Source: an optimization exercise on an open RTL-to-GDS flow (aim: small area and a short achievable clock period). Production flows keep margins and buffers that such runs may drop. The RTL was checked by simulation tests, not by an equivalence proof against the original design. Power figures rest on the tool's default switching activity, not on a simulated workload.

**constraint.sdc**
```tcl
create_clock -name core_clock -period 5.5 [get_ports {clk}]
set_input_delay 1.1000 -clock core_clock [delete_from_list [all_inputs] [get_ports {clk}]]
set_output_delay 1.1000 -clock core_clock [all_outputs]
set_load 0.01 [all_outputs]
```
**standard.sh**
```bash
#!/bin/bash
# synth_recipe.tcl (not shown) runs the flow's synth.tcl, then flattens the netlist and writes it again
# the make line also repeats each setting of config.mk as NAME=value (left out here)
make -C /OpenROAD-flow-scripts/flow DESIGN_CONFIG=/design/flow/config.mk WORK_HOME=/design/flow/orfs CLKGATE_MAP_FILE= SYNTH_SCRIPT=/design/flow/synth_recipe.tcl "${@:-finish}"
```
**flow/inbuf.tcl**
```tcl
# Buffer every input port (the standard flow buffers them at global placement,
# where this flow buffers only the outputs, with a smaller cell).
buffer_ports -inputs -buffer_cell sky130_fd_sc_hd__buf_4
```
**flow/run.sh**
```bash
#!/bin/bash
# The standard layout (standard.sh), with the port buffers chosen here instead
# of buffer_ports' default cell (a slow delay buffer): buf_2 on the outputs, placed
# with the rest at global placement, and buf_4 on the inputs (each drives 16
# gates), added right after global placement so that the timing-driven placer's
# remove_buffers does not take them out again.
# Each tool's full output goes to standard.log in this folder.
export BUFFER_PORTS_ARGS="-outputs -buffer_cell sky130_fd_sc_hd__buf_2"
export POST_GLOBAL_PLACE_TCL=$PWD/flow/inbuf.tcl
bash standard.sh > standard.log 2>&1
```
**config.mk**
```make
export PLATFORM = sky130hd
export DESIGN_NAME = matrix_mul
export DESIGN_NICKNAME = matrix_mul
export VERILOG_FILES = /design/flow/design.v
export SDC_FILE = /design/flow/constraint.sdc
export NUM_CORES = 4
export LEC_CHECK = 0
export CAP_MARGIN = 20
export CORE_MARGIN = 2
export CORE_UTILIZATION = 68
export CTS_CLUSTER_DIAMETER = 100
export CTS_CLUSTER_SIZE = 24
export SETUP_SLACK_MARGIN = 3.25
export SLEW_MARGIN = 20
export SYNTH_HIERARCHICAL = 1
export SYNTH_MINIMUM_KEEP_SIZE = 0
```
**design.v**
```verilog
package matrix_mul_pkg;
  localparam int N  = 4;
  localparam int DW = 4;
  localparam int OW = 16;
  typedef logic [DW-1:0] elem_t;
  typedef logic [OW-1:0] res_t;
  function automatic integer idx(input integer i, input integer j);
    idx = i * N + j;
  endfunction
endpackage
module matrix_mul_dot (
  input  logic        clk,
  input  logic [15:0] row_i,
  input  logic [15:0] col_i,
  output logic [9:0]  dot_o
);
  wire p1 = ~(row_i[0] & col_i[0]);
  wire p2 = ~(row_i[0] & col_i[1]);
  wire p3 = ~(row_i[0] & col_i[2]);
  wire p4 = ~(row_i[0] & col_i[3]);
  wire p5 = ~(row_i[1] & col_i[0]);
  wire p6 = ~(row_i[1] & col_i[1]);
  wire p7 = ~(row_i[1] & col_i[2]);
  wire p8 = ~(row_i[1] & col_i[3]);
  wire p9 = ~(row_i[2] & col_i[0]);
  wire p10 = ~(row_i[2] & col_i[1]);
  wire p11 = ~(row_i[2] & col_i[2]);
  wire p12 = ~(row_i[2] & col_i[3]);
  wire p13 = ~(row_i[3] & col_i[0]);
  wire p14 = ~(row_i[3] & col_i[1]);
  wire p15 = ~(row_i[3] & col_i[2]);
  wire p16 = ~(row_i[3] & col_i[3]);
  wire p17 = ~(row_i[4] & col_i[4]);
  wire p18 = ~(row_i[4] & col_i[5]);
  wire p19 = ~(row_i[4] & col_i[6]);
  wire p20 = ~(row_i[4] & col_i[7]);
  wire p21 = ~(row_i[5] & col_i[4]);
  wire p22 = ~(row_i[5] & col_i[5]);
  wire p23 = ~(row_i[5] & col_i[6]);
  wire p24 = ~(row_i[5] & col_i[7]);
  wire p25 = ~(row_i[6] & col_i[4]);
  wire p26 = ~(row_i[6] & col_i[5]);
  wire p27 = ~(row_i[6] & col_i[6]);
  wire p28 = ~(row_i[6] & col_i[7]);
  wire p29 = ~(row_i[7] & col_i[4]);
  wire p30 = ~(row_i[7] & col_i[5]);
  wire p31 = ~(row_i[7] & col_i[6]);
  wire p32 = ~(row_i[7] & col_i[7]);
  wire p33 = ~(row_i[8] & col_i[8]);
  wire p34 = ~(row_i[8] & col_i[9]);
  wire p35 = ~(row_i[8] & col_i[10]);
  wire p36 = ~(row_i[8] & col_i[11]);
  wire p37 = ~(row_i[9] & col_i[8]);
  wire p38 = ~(row_i[9] & col_i[9]);
  wire p39 = ~(row_i[9] & col_i[10]);
  wire p40 = ~(row_i[9] & col_i[11]);
  wire p41 = ~(row_i[10] & col_i[8]);
  wire p42 = ~(row_i[10] & col_i[9]);
  wire p43 = ~(row_i[10] & col_i[10]);
  wire p44 = ~(row_i[10] & col_i[11]);
  wire p45 = ~(row_i[11] & col_i[8]);
  wire p46 = ~(row_i[11] & col_i[9]);
  wire p47 = ~(row_i[11] & col_i[10]);
  wire p48 = ~(row_i[11] & col_i[11]);
  wire p49 = ~(row_i[12] & col_i[12]);
  wire p50 = ~(row_i[12] & col_i[13]);
  wire p51 = ~(row_i[12] & col_i[14]);
  wire p52 = ~(row_i[12] & col_i[15]);
  wire p53 = ~(row_i[13] & col_i[12]);
  wire p54 = ~(row_i[13] & col_i[13]);
  wire p55 = ~(row_i[13] & col_i[14]);
  wire p56 = ~(row_i[13] & col_i[15]);
  wire p57 = ~(row_i[14] & col_i[12]);
  wire p58 = ~(row_i[14] & col_i[13]);
  wire p59 = ~(row_i[14] & col_i[14]);
  wire p60 = ~(row_i[14] & col_i[15]);
  wire p61 = ~(row_i[15] & col_i[12]);
  wire p62 = ~(row_i[15] & col_i[13]);
  wire p63 = ~(row_i[15] & col_i[14]);
  wire p64 = ~(row_i[15] & col_i[15]);
  logic s65, c66;
  matrix_mul_fa u_s65 (.a(p1), .b(p17), .c(p33), .s(s65), .co(c66));
  logic s67, c68;
  matrix_mul_xnor2 u_s67 (.a(p49), .b(s65), .y(s67));
  matrix_mul_or2 u_c68 (.a(p49), .b(s65), .y(c68));
  logic s69, c70;
  matrix_mul_fa u_s69 (.a(p2), .b(p5), .c(p18), .s(s69), .co(c70));
  logic s71, c72;
  matrix_mul_fa u_s71 (.a(p21), .b(p34), .c(p37), .s(s71), .co(c72));
  logic s73, c74;
  matrix_mul_fa u_s73 (.a(p50), .b(p53), .c(c66), .s(s73), .co(c74));
  logic s75, c76;
  matrix_mul_fa u_s75 (.a(p3), .b(p6), .c(p9), .s(s75), .co(c76));
  logic s77, c78;
  matrix_mul_fa u_s77 (.a(p19), .b(p22), .c(p25), .s(s77), .co(c78));
  logic s79, c80;
  matrix_mul_fa u_s79 (.a(p35), .b(p38), .c(p41), .s(s79), .co(c80));
  logic s81, c82;
  matrix_mul_fa u_s81 (.a(p51), .b(p54), .c(p57), .s(s81), .co(c82));
  logic s83, c84;
  matrix_mul_fa u_s83 (.a(c70), .b(c72), .c(s75), .s(s83), .co(c84));
  logic s85, c86;
  matrix_mul_fa u_s85 (.a(s77), .b(s79), .c(s81), .s(s85), .co(c86));
  logic s87, c88;
  matrix_mul_fa u_s87 (.a(p4), .b(p7), .c(p10), .s(s87), .co(c88));
  logic s89, c90;
  matrix_mul_fa u_s89 (.a(p13), .b(p20), .c(p23), .s(s89), .co(c90));
  logic s91, c92;
  matrix_mul_fa u_s91 (.a(p26), .b(p29), .c(p36), .s(s91), .co(c92));
  logic s93, c94;
  matrix_mul_fa u_s93 (.a(p39), .b(p42), .c(p45), .s(s93), .co(c94));
  logic s95, c96;
  matrix_mul_fa u_s95 (.a(p52), .b(p55), .c(p58), .s(s95), .co(c96));
  logic s97, c98;
  matrix_mul_fa u_s97 (.a(p61), .b(c76), .c(c78), .s(s97), .co(c98));
  logic s99, c100;
  matrix_mul_fa u_s99 (.a(c80), .b(c82), .c(s87), .s(s99), .co(c100));
  logic s101, c102;
  matrix_mul_fa u_s101 (.a(s89), .b(s91), .c(s93), .s(s101), .co(c102));
  logic s103, c104;
  matrix_mul_fa u_s103 (.a(p8), .b(p11), .c(p14), .s(s103), .co(c104));
  logic s105, c106;
  matrix_mul_fa u_s105 (.a(p24), .b(p27), .c(p30), .s(s105), .co(c106));
  logic s107, c108;
  matrix_mul_fa u_s107 (.a(p40), .b(p43), .c(p46), .s(s107), .co(c108));
  logic s109, c110;
  matrix_mul_fa u_s109 (.a(p56), .b(p59), .c(p62), .s(s109), .co(c110));
  logic s111, c112;
  matrix_mul_fa u_s111 (.a(c88), .b(c90), .c(c92), .s(s111), .co(c112));
  logic s113, c114;
  matrix_mul_fa u_s113 (.a(c94), .b(c96), .c(s103), .s(s113), .co(c114));
  logic s115, c116;
  matrix_mul_fa u_s115 (.a(s105), .b(s107), .c(s109), .s(s115), .co(c116));
  logic s117, c118;
  matrix_mul_fa u_s117 (.a(p12), .b(p15), .c(p28), .s(s117), .co(c118));
  logic s119, c120;
  matrix_mul_fa u_s119 (.a(p31), .b(p44), .c(p47), .s(s119), .co(c120));
  logic s121, c122;
  matrix_mul_fa u_s121 (.a(p60), .b(p63), .c(c104), .s(s121), .co(c122));
  logic s123, c124;
  matrix_mul_fa u_s123 (.a(c106), .b(c108), .c(c110), .s(s123), .co(c124));
  logic s125, c126;
  matrix_mul_fa u_s125 (.a(p16), .b(p32), .c(p48), .s(s125), .co(c126));
  logic s127, c128;
  matrix_mul_fa u_s127 (.a(p64), .b(c118), .c(c120), .s(s127), .co(c128));
  logic s129, c130;
  matrix_mul_xnor2 u_s129 (.a(c126), .b(c128), .y(s129));
  matrix_mul_or2 u_c130 (.a(c126), .b(c128), .y(c130));
  logic r131;
  logic r132;
  logic r133;
  logic r134;
  logic r135;
  logic r136;
  logic r137;
  logic r138;
  logic r139;
  logic r140;
  logic r141;
  logic r142;
  logic r143;
  logic r144;
  logic r145;
  logic r146;
  logic r147;
  logic r148;
  logic r149;
  logic r150;
  logic r151;
  logic r152;
  logic r153;
  logic r154;
  logic r155;
  logic r156;
  logic r157;
  logic r158;
  logic r159;
  logic r160;
  logic r161;
  logic r162;
  logic r163;
  logic s164, c165;
  matrix_mul_fa u_s164 (.a(r132), .b(r133), .c(r134), .s(s164), .co(c165));
  logic s166, c167;
  matrix_mul_xnor2 u_s166 (.a(r135), .b(s164), .y(s166));
  matrix_mul_or2 u_c167 (.a(r135), .b(s164), .y(c167));
  logic s168, c169;
  matrix_mul_fa u_s168 (.a(r136), .b(r137), .c(r138), .s(s168), .co(c169));
  logic s170, c171;
  matrix_mul_fa u_s170 (.a(c165), .b(s168), .c(c167), .s(s170), .co(c171));
  logic s172, c173;
  matrix_mul_fa u_s172 (.a(r139), .b(r140), .c(r141), .s(s172), .co(c173));
  logic s174, c175;
  matrix_mul_fa u_s174 (.a(r142), .b(r143), .c(r144), .s(s174), .co(c175));
  logic s176, c177;
  matrix_mul_fa u_s176 (.a(c169), .b(s172), .c(s174), .s(s176), .co(c177));
  logic s178, c179;
  matrix_mul_xnor2 u_s178 (.a(s176), .b(c171), .y(s178));
  matrix_mul_or2 u_c179 (.a(s176), .b(c171), .y(c179));
  logic s180, c181;
  matrix_mul_fa u_s180 (.a(r145), .b(r146), .c(r147), .s(s180), .co(c181));
  logic s182, c183;
  matrix_mul_fa u_s182 (.a(r148), .b(r149), .c(r150), .s(s182), .co(c183));
  logic s184, c185;
  matrix_mul_fa u_s184 (.a(c173), .b(c175), .c(s180), .s(s184), .co(c185));
  logic s186, c187;
  matrix_mul_fa u_s186 (.a(s182), .b(c177), .c(s184), .s(s186), .co(c187));
  logic s188, c189;
  matrix_mul_xnor2 u_s188 (.a(c179), .b(s186), .y(s188));
  matrix_mul_or2 u_c189 (.a(c179), .b(s186), .y(c189));
  logic s190, c191;
  matrix_mul_fa u_s190 (.a(r151), .b(r152), .c(r153), .s(s190), .co(c191));
  logic s192, c193;
  matrix_mul_fa u_s192 (.a(r154), .b(r155), .c(r156), .s(s192), .co(c193));
  logic s194, c195;
  matrix_mul_fa u_s194 (.a(r157), .b(c181), .c(c183), .s(s194), .co(c195));
  logic s196, c197;
  matrix_mul_fa u_s196 (.a(s190), .b(s192), .c(c185), .s(s196), .co(c197));
  logic s198, c199;
  matrix_mul_fa u_s198 (.a(s194), .b(c187), .c(s196), .s(s198), .co(c199));
  logic s200, c201;
  matrix_mul_fa u_s200 (.a(r158), .b(r159), .c(r160), .s(s200), .co(c201));
  logic s202, c203;
  matrix_mul_fa u_s202 (.a(r161), .b(c191), .c(c193), .s(s202), .co(c203));
  logic s204, c205;
  matrix_mul_fa u_s204 (.a(s200), .b(c195), .c(s202), .s(s204), .co(c205));
  logic s206, c207;
  matrix_mul_fa u_s206 (.a(r162), .b(c201), .c(c203), .s(s206), .co(c207));
  logic s208, c209;
  matrix_mul_xnor2 u_s208 (.a(c205), .b(s206), .y(s208));
  matrix_mul_or2 u_c209 (.a(c205), .b(s206), .y(c209));
  logic r210;
  logic r211;
  logic r212;
  logic r213;
  logic r214;
  logic r215;
  logic r216;
  logic r217;
  logic r218;
  logic r219;
  logic r220;
  logic r221;
  logic r222;
  logic r223;
  logic s224, c225;
  matrix_mul_xor2 u_s224 (.a(r215), .b(r216), .y(s224));
  matrix_mul_or2 u_c225 (.a(r215), .b(r216), .y(c225));
  logic s226, c227;
  matrix_mul_fa u_s226 (.a(r217), .b(r218), .c(r219), .s(s226), .co(c227));
  logic s228, c229;
  matrix_mul_xor2 u_s228 (.a(c225), .b(s226), .y(s228));
  matrix_mul_or2 u_c229 (.a(c225), .b(s226), .y(c229));
  logic s230, c231;
  matrix_mul_fa u_s230 (.a(r220), .b(c227), .c(c229), .s(s230), .co(c231));
  logic s232, c233;
  matrix_mul_fa u_s232 (.a(r221), .b(r222), .c(r223), .s(s232), .co(c233));
  logic s234, c235;
  matrix_mul_xor2 u_s234 (.a(s232), .b(c231), .y(s234));
  matrix_mul_or2 u_c235 (.a(s232), .b(c231), .y(c235));
  wire x236 = c233 ^ c235;
  assign dot_o[0] = ~r210;
  assign dot_o[1] = ~r211;
  assign dot_o[2] = ~r212;
  assign dot_o[3] = ~r213;
  assign dot_o[4] = ~r214;
  assign dot_o[5] = s224;
  assign dot_o[6] = s228;
  assign dot_o[7] = ~s230;
  assign dot_o[8] = s234;
  assign dot_o[9] = x236;
  always_ff @(posedge clk) begin
    r131 <= s67;
    r132 <= s69;
    r133 <= s71;
    r134 <= c68;
    r135 <= s73;
    r136 <= c74;
    r137 <= s83;
    r138 <= s85;
    r139 <= s95;
    r140 <= c84;
    r141 <= c86;
    r142 <= s97;
    r143 <= s99;
    r144 <= s101;
    r145 <= c98;
    r146 <= c100;
    r147 <= c102;
    r148 <= s111;
    r149 <= s113;
    r150 <= s115;
    r151 <= s117;
    r152 <= s119;
    r153 <= c112;
    r154 <= c114;
    r155 <= c116;
    r156 <= s121;
    r157 <= s123;
    r158 <= s125;
    r159 <= c122;
    r160 <= c124;
    r161 <= s127;
    r162 <= s129;
    r163 <= c130;
    r210 <= r131;
    r211 <= s166;
    r212 <= s170;
    r213 <= s178;
    r214 <= s188;
    r215 <= c189;
    r216 <= s198;
    r217 <= c197;
    r218 <= s204;
    r219 <= c199;
    r220 <= s208;
    r221 <= r163;
    r222 <= c207;
    r223 <= c209;
  end
endmodule
module matrix_mul_fa (input logic a, b, c, output logic s, co);
  assign s  = a ^ b ^ c;
  assign co = (a & b) | (a & c) | (b & c);
endmodule
module matrix_mul_ha (input logic a, b, output logic s, co);
  assign s  = a ^ b;
  assign co = a & b;
endmodule
module matrix_mul_xnor2 (input logic a, b, output logic y);
  assign y = ~(a ^ b);
endmodule
module matrix_mul_xor2 (input logic a, b, output logic y);
  assign y = a ^ b;
endmodule
module matrix_mul_or2 (input logic a, b, output logic y);
  assign y = a | b;
endmodule
module matrix_mul
#(
  parameter int N  = matrix_mul_pkg::N,
  parameter int DW = matrix_mul_pkg::DW,
  parameter int OW = matrix_mul_pkg::OW
) (
  input  logic              clk,
  input  logic              rst_n,
  input  logic              in_valid,
  input  logic [N*N*DW-1:0] a_i,
  input  logic [N*N*DW-1:0] b_i,
  output logic              out_valid,
  output logic [N*N*OW-1:0] y_o
);
  localparam int MW = N * N * DW;
  localparam int RW = 10;   
  localparam int LAT = 3;
  logic [LAT-1:0] v_q;
  always_ff @(posedge clk or negedge rst_n) begin
    if (!rst_n) v_q <= '0;
    else        v_q <= {v_q[LAT-2:0], in_valid};
  end
  assign out_valid = v_q[LAT-1];
  logic [MW-1:0] a_q, b_q;
  assign a_q = a_i;
  assign b_q = b_i;
  for (genvar i = 0; i < N; i++) begin : g_row
    for (genvar j = 0; j < N; j++) begin : g_col
      logic [N*DW-1:0] col;
      logic [RW-1:0]   dot;
      logic [RW-1:0]   y_q;
      for (genvar k = 0; k < N; k++) begin : g_k
        assign col[k*DW +: DW] = b_q[(k*N+j)*DW +: DW];
      end
      matrix_mul_dot u_dot (.clk(clk), .row_i(a_q[i*N*DW +: N*DW]), .col_i(col), .dot_o(dot));
      always_ff @(posedge clk) y_q <= dot;
      assign y_o[(i*N+j)*OW +: OW] = {{(OW-RW){1'b0}}, y_q};
    end
  end
endmodule
```
==> out/metrics.csv <==
metric,value,unit
Wirelength per Cell,23.2,µm
core area,62900,µm²
required time of the critical path,6080,ps
dominant cells by area after synthesis,"dfxtp_1, fa_1, nand2_1",
synthesized cell area,43000,µm²
Worst Skew,16.9,ps
synth warn,8,
Cell variety after synth,10,
die width,256,µm
FF-to-FF setup slack,3190,ps
Crit path arrival time,2890,ps
asr flop ratio synth,0.00328,
vias in the first global route,28577,
CP startpoint kind,register,
CP Class,reg2reg,
clock sinks,915,
Die Area,65300,µm²
Placement Rows,92,
Crit. End Element,register,
DR vias,25121,
crit path time final,2310,ps
Crit Path Max Fanout,1,
Fin Hold WS,240,ps
peak supply drop,0.320,mV
setup repair after global routing missed its margin,yes,
CTS tree,done,
number of synthesized flops with an enable pin,0,
Pwr Density,451,nW/µm²
first drt pass iteration count,8,
post-synthesis register bit count,915,
fin cells,4472,
share of cells above drive strength 1,0.123,
most common library cells after synthesis,"nand2_1, dfxtp_1, fa_1",
Finish-stage setup viols,0,
largest net degree at the start of global routing,26,
Max Cap Violations,0,
status,finished clean,
R2R depth,4,
CP endpoint,g_row[2].g_col[1].u_dot.r216$_DFF_P_,
crit share post-route,0.420,
final wirelength,104000,µm
Post-DP HPWL,74400,µm
largest area contributor in the netlist,dfxtp_1,
first-pass GRT wire length,161000,µm
die height,256,µm
LEAKAGE,17.7,nW
sequential area share after synthesis,0.426,
# nets final,4599,
# IOs,388,
Worst-Skew Late Latency,630,ps
Port Buffers,291,
Syn-to-layout area delta,8.06,%
setup repair bufs after CTS,0,
CTS Buffer Depth,3,
max reg flops,160,
initial antenna violation count,0,
drc violations,0,
H-tree lvl count,2,
Via density,5.62,
CTS Buf Count,44,
remaining global-route overflow,0,
cell with the most instances after synthesis,nand2_1,
hold buffer count at cts,0,
placed insts,4420,
Crit Reg-Reg Startpoint,g_row[2].g_col[1].u_dot.r147$_DFF_P_,
"Top FF cell, synth",dfxtp_1,
share of the synthesized area in the top cell type,0.424,
Max Slew Vio Count,0,
FF-to-FF End,g_row[2].g_col[1].u_dot.r216$_DFF_P_,
n_diodes,0,
Syn Inst Count,3348,
Total GRT Usage,0.329,
Root Driver,clkbuf_16,
Iter 0 DRT Violations,2137,
mean area per synthesized cell,12.8,µm²
initial core utilization,0.684,
Highest Clock Rate,432,MHz
Final Hold Viols,0,
Critical Path Source,g_row[2].g_col[1].u_dot.r147$_DFF_P_,
Post-DRT Antenna Nets,0,
"Clk pin slew, worst setup/hold paths",100,ps
setup TNS,0,ps
FILL cells,4240,
"Most flops, register",g_row.g_col.y_q,
Tightest Hold Check Type,in2async,
==> critical path: stages, from the launching register on <==
cell	delay, ps
dfxtp_2	340
fa_1	580
fa_2	460
fa_2	360
fa_2	520
==> Yosys stat by module (local to each module, per instance) <==
| module | cell area [µm²] | cells | times used |
|---|---|---|---|
| matrix_mul | 4000 | 260 | 1 |
| matrix_mul_dot | 1240 | 122 | 16 |
| matrix_mul_fa | 20.0 | 1 | 848 |
| matrix_mul_or2 | 6.26 | 1 | 144 |
| matrix_mul_xnor2 | 8.76 | 1 | 96 |
| matrix_mul_xor2 | 8.76 | 1 | 48 |
==> per-layer routing <==
| layer | wire (µm) | share of wire | vias up | global-route usage |
|---|---|---|---|---|
| met3 | 11700 | 0.11 | 373 | 0.0872 |
| met5 | 0 | 0 | - | 0 |
| met4 | 4920 | 0.047 | 0 | 0.136 |
| met1 | 36800 | 0.35 | 12836 | 0.425 |
| met2 | 50400 | 0.49 | 1638 | 0.535 |
| li1 | - | - | 10274 | - |
==> worst min-delay path by stage <==
stage / startpoint / cells past startpoint / to / slack [ps]
finish: rst_n / 1 / v_q[0]$_DFF_PN0_ / 240
global route: rst_n / 1 / v_q[2]$_DFF_PN0_ / 220
floorplan: g_row[0].g_col[0].u_dot.r131$_DFF_P_ / 0 / g_row[0].g_col[0].u_dot.r210$_DFF_P_ / 310
global placement: g_row[3].g_col[2].u_dot.r131$_DFF_P_ / 0 / g_row[3].g_col[2].u_dot.r210$_DFF_P_ / 310
CTS: rst_n / 1 / v_q[0]$_DFF_PN0_ / 210
detailed placement: g_row[2].g_col[0].u_dot.r131$_DFF_P_ / 0 / g_row[2].g_col[0].u_dot.r210$_DFF_P_ / 310
==> kinds of logic (layout without fill, tap and decap cells) <==
family / after synthesis / count (layout) / share of synthesized area
fa+ha+maj: 848 / 848 / 0.395
flops: 915 / 915 / 0.426
other cells: 1 / 96 / 0.0000872
buf+inv: 256 / 439 / 0.0363
xor+xnor: 160 / 160 / 0.0326
simple gates: 1168 / 1168 / 0.110
==> stage by stage <==
step | utilization | power, mW | worst slack [ps] | instance area [µm²]
floorplan | - | 15.3 | 3250 | 43500
global placement | 0.703 | 16.7 | 3180 | 44200
detailed placement | 0.718 | 17.4 | 2780 | 45100
CTS | 0.738 | 21.1 | 3230 | 46400
global route | 0.740 | 22.6 | 3150 | 46500
finish | 0.740 | 21.0 | 3190 | 46500
==> what timing repair did <==
item | in CTS | in global routing
gates resized for setup | 37 | 31
pin swaps | 1 | 7
endpoints found under the setup margin | 23 | 32
endpoints found under the hold margin | 0 | 0
gates cloned | 0 | 0
==> layout by cell type (no fill, tap or decap), types with 90 or more instances in the layout <==
| cell | Yosys | final |
|---|---|---|
| nand2_1 | 1024 | 1024 |
| dfxtp_1 | 912 | 898 |
| fa_1 | 848 | 758 |
| buf_2 | 0 | 154 |
| or2_1 | 144 | 144 |
| buf_4 | 160 | 133 |
| conb_1 | 1 | 96 |
| inv_1 | 96 | 96 |
| xnor2_1 | 96 | 95 |
| fa_2 | 0 | 90 |
==> where the power goes <==
group / internal [mW] / leakage [nW] / switching (mW)
Sequential: 8.73 / 7.67 / 0.825
Combinational: 3.71 / 9.46 / 4.12
Clock: 1.49 / 0.578 / 2.08
Total: 13.9 / 17.7 / 7.03
==> area by class of cell <==
cell class	instances	area, µm²	area share
well taps	846	1060	0.0228
clock inverters	3	37.5	0.000807
flip-flops and latches	915	18400	0.395
multi-input cells	2272	23700	0.510
inverters	96	360	0.00775
clock buffers	49	1140	0.0245
repair buffers	291	1810	0.0390

[port drivers added, routing unchanged]
The flow's constraints put no driver on any port. The routed layout listed below was extracted and timed again, unchanged, in two steps.
Step 1 (the two cells are an assumption about what drives the block):
set clk [get_ports {clk}]
set_driving_cell -lib_cell sky130_fd_sc_hd__clkbuf_16 $clk
set_driving_cell -lib_cell sky130_fd_sc_hd__buf_2 [delete_from_list [all_inputs] $clk]
Step 2 times the ports against the registers' clock, not the clock port: input delays grow and output delays shrink by t, the midpoint of the rising clock arrivals with the driver on.
Slacks: ideal / step 1 / step 2; pairs: ideal / step 1.
shift t [ns]: 0.683
slack for setup (ns): 3.187 / 3.187 / 2.742
worst setup path after step 2: input to register
After both steps this run still meets setup and hold. The setup slack of this run moves by 0.000 ns with the drivers and by -0.445 ns with both steps.
